From an optimization exercise on the open Yosys and OpenROAD flow, aimed at small area, a short achievable clock period and few clock cycles per item; shortcuts taken in it are not production practice. In this exercise RTL edits were held to simulation tests only and were not proved equivalent to the original. Power figures rest on the tool's default switching activity, not on a simulated workload.

==> flow/design.v (excerpt) <==
module rmt_wrapper #(
    parameter int unsigned C_S_AXIS_DATA_WIDTH  = 512,
    parameter int unsigned C_S_AXIS_TUSER_WIDTH = 128,
    parameter int unsigned C_M_AXIS_DATA_WIDTH  = 512,
    parameter int unsigned C_S_AXI_DATA_WIDTH   = 32,
    parameter int unsigned C_S_AXI_ADDR_WIDTH   = 12,
    parameter logic [31:0] C_BASEADDR           = 32'h80000000,
    parameter int unsigned PHV_ADDR_WIDTH       = 4
) (
    input  logic                              clk,
    input  logic                              aresetn,
    input  logic [C_S_AXIS_DATA_WIDTH-1:0]    s_axis_tdata,
    input  logic [C_S_AXIS_DATA_WIDTH/8-1:0]  s_axis_tkeep,
    input  logic [C_S_AXIS_TUSER_WIDTH-1:0]   s_axis_tuser,
    input  logic                              s_axis_tvalid,
    output logic                              s_axis_tready,
    input  logic                              s_axis_tlast,
    output logic [C_M_AXIS_DATA_WIDTH-1:0]    m_axis_tdata,
    output logic [C_M_AXIS_DATA_WIDTH/8-1:0]  m_axis_tkeep,
    output logic [C_S_AXIS_TUSER_WIDTH-1:0]   m_axis_tuser,
    output logic                              m_axis_tvalid,
    input  logic                              m_axis_tready,
    output logic                              m_axis_tlast
);
    localparam int unsigned DATA_W  = C_M_AXIS_DATA_WIDTH;
    localparam int unsigned KEEP_W  = DATA_W / 8;
    localparam int unsigned USER_W  = C_S_AXIS_TUSER_WIDTH;
    localparam int unsigned ENTRIES = 1 << PHV_ADDR_WIDTH;
    localparam int unsigned KEY_W   = 16;
    logic unused_c;
    assign unused_c = ^{C_S_AXI_DATA_WIDTH, C_S_AXI_ADDR_WIDTH, C_BASEADDR};
    function automatic logic [7:0] pkt_byte(input logic [DATA_W-1:0] d, input int unsigned n);
        pkt_byte = d[8*n +: 8];
    endfunction
    function automatic logic [15:0] be16(input logic [DATA_W-1:0] d, input int unsigned n);
        be16 = {pkt_byte(d, n), pkt_byte(d, n + 1)};
    endfunction
    function automatic logic [31:0] be32(input logic [DATA_W-1:0] d, input int unsigned n);
        be32 = {be16(d, n), be16(d, n + 2)};
  ...
export LEC_CHECK = 0
export ABC_AREA = 1
export ABC_CLOCK_PERIOD_IN_PS = 3000
export CAP_MARGIN = 20
export CORE_AREA = 5 5 485 485
export CTS_BUF_LIST = sky130_fd_sc_hd__clkbuf_16
export CTS_CLUSTER_DIAMETER = 100
export CTS_CLUSTER_SIZE = 30
export DIE_AREA = 0 0 490 490
export SETUP_SLACK_MARGIN = 4.0
export SLEW_MARGIN = 20
create_clock -name core_clock -period 8.5 [get_ports {clk}]
standard.sh (not shown) runs the stock make flow with config.mk's settings and CLKGATE_MAP_FILE= SYNTH_SCRIPT=/design/flow/synth_recipe.tcl, a recipe that flattens the netlist after the stock synthesis.
==> flow/flow/run.sh <==
#!/bin/bash
# Standard ORFS layout, with the port buffers made from the smallest buffer
# cell instead of the default delay buffer. Full tool output goes to
# flow_standard.log in the work folder.
set -uo pipefail
bash standard.sh 'BUFFER_PORTS_ARGS=-buffer_cell sky130_fd_sc_hd__buf_1' finish > flow_standard.log 2>&1
Testbench counts at the start, summed over its fixed seeds: cycles 9,756, items 9,749.
Then changed:
==> flow/flow/run.sh (replaced) <==
#!/bin/bash
# Standard ORFS layout, with the port buffers made from the smallest buffer
# cell instead of the default delay buffer, and pins allowed on every track so
# that the die can be smaller. Full tool output goes to flow_standard.log in
# the work folder.
set -uo pipefail
bash standard.sh 'BUFFER_PORTS_ARGS=-buffer_cell sky130_fd_sc_hd__buf_1' \
  'PLACE_PINS_ARGS=-min_distance 1 -min_distance_in_tracks' finish > flow_standard.log 2>&1
Settings changed: CORE_AREA 5 5 485 485 to 5 5 355 355, DIE_AREA 0 0 490 490 to 0 0 360 360.
Now the flow failed in 5_1_grt (GRT-0116).
Synthesized area stays the same.
Synthesized cell count does not change.
Then changed:
==> flow/flow/run.sh (replaced) <==
#!/bin/bash
# Standard ORFS layout, with the port buffers made from the smallest buffer
# cell instead of the default delay buffer. Full tool output goes to
# flow_standard.log in the work folder.
set -uo pipefail
bash standard.sh 'BUFFER_PORTS_ARGS=-buffer_cell sky130_fd_sc_hd__buf_1' finish > flow_standard.log 2>&1
Settings changed: CORE_AREA 5 5 355 355 to 5 5 485 485, CTS_BUF_LIST sky130_fd_sc_hd__clkbuf_16 to sky130_fd_sc_hd__clkbuf_8, CTS_CLUSTER_DIAMETER 100 to 60, CTS_CLUSTER_SIZE 30 to 16, DIE_AREA 0 0 360 360 to 0 0 490 490, PLACE_DENSITY set to 0.9, SETUP_SLACK_MARGIN 4.0 to 5.0.
After rerunning: The changed run went through all stages and came out clean; synthesized cell count stays the same; synthesized area is unchanged.
Then changed:
Settings changed: PLACE_DENSITY 0.9 to unset, SETUP_SLACK_MARGIN 5.0 to 4.8.
The changed run finished with timing, DRC and antenna clean; die area stays the same; power rose by 4.4%; setup slack gets worse by 0.014 ns; sequential power rose by about 2%; wire length rose by about 10%.
Then changed:
==> flow/flow/run.sh (replaced) <==
#!/bin/bash
# Standard ORFS layout with two changes to how it is made:
#  - port buffers use the smallest buffer cell instead of the default delay buffer;
#  - each input pin is placed next to the output pin of the same pass-through bit
#    (tdata, tkeep, tuser, tlast), so a register sits between two nearby pins.
# Full tool output goes to flow_standard.log in the work folder.
set -uo pipefail
groups=""
for i in $(seq 0 511); do groups+=" -group_pins {s_axis_tdata[$i] m_axis_tdata[$i]}"; done
for i in $(seq 0 63); do groups+=" -group_pins {s_axis_tkeep[$i] m_axis_tkeep[$i]}"; done
for i in $(seq 0 127); do groups+=" -group_pins {s_axis_tuser[$i] m_axis_tuser[$i]}"; done
groups+=" -group_pins {s_axis_tlast m_axis_tlast} -group_pins {s_axis_tvalid m_axis_tvalid}"
groups+=" -group_pins {m_axis_tready s_axis_tready}"
bash standard.sh 'BUFFER_PORTS_ARGS=-buffer_cell sky130_fd_sc_hd__buf_1' \
  "PLACE_PINS_ARGS=$groups" finish > flow_standard.log 2>&1
Effect: Synthesized area stays the same. Total power goes down by 17%. Clock skew is lower by 0.012 ns. Sequential share of layout area rises by 0.84 points.
Then changed:
==> flow/flow/run.sh (replaced) <==
#!/bin/bash
# Standard ORFS layout, with the port buffers made from the smallest buffer
# cell instead of the default delay buffer, and ORFS's power recovery after
# global routing (downsizes cells on paths that have slack to spare).
# Full tool output goes to flow_standard.log in the work folder.
set -uo pipefail
bash standard.sh 'BUFFER_PORTS_ARGS=-buffer_cell sky130_fd_sc_hd__buf_1' \
  'RECOVER_POWER=100' finish > flow_standard.log 2>&1
Settings changed: PLACE_DENSITY set to 0.75.
=> This time the run completed and failed the layout checks on max-capacitance violations, max-slew violations; setup slack got worse by 1.8 ns; die area stays the same; maximum frequency went down by about 30%; wire length came out higher by about 110%; synthesized area is unchanged; count of clock-buffer cells in the layout rises by 37; non-clock buffer count came out lower by 70; sequential cell count is unchanged; worst hold slack got worse by 0.0050 ns; clock power rose by about 33%; final cell count rises by about 1.4%.

[what the ideal ports hide]
The flow's constraints put no driver on any port. The routed layouts listed below were extracted and timed again, unchanged, in two steps.
Step 1 (the two cells are an assumption about what drives the block):
set clk [get_ports {clk}]
set_driving_cell -lib_cell sky130_fd_sc_hd__clkbuf_16 $clk
set_driving_cell -lib_cell sky130_fd_sc_hd__buf_2 [delete_from_list [all_inputs] $clk]
Step 2 also shifts input and output timing later by t, the mid clock arrival at the registers, as if the neighbouring blocks saw the same clock.
a / b / c = no drivers / after step 1 / after step 2; a / b = the first two.
| run | t, ns | setup WS [ns] | worst setup path at the end | worst data-port slew with drivers (ns) |
|---|---|---|---|---|
| the first run | 0.798 | 4.094 / 4.116 / 3.318 | input to register | 0.47 |
| the third run | 0.945 | 4.603 / 4.479 / 3.534 | input to register | 0.48 |
| the fourth run | 0.972 | 4.589 / 4.521 / 3.697 | input to register | 0.48 |
| the fifth run | 0.925 | 4.373 / 4.417 / 3.492 | input to register | 0.15 |
| the sixth run | 0.997 | 2.563 / 2.601 / 1.604 | input to register | 0.50 |
The setup slack of the third run, which loses most, moves by -0.124 ns with the drivers and by -1.069 ns with both steps.
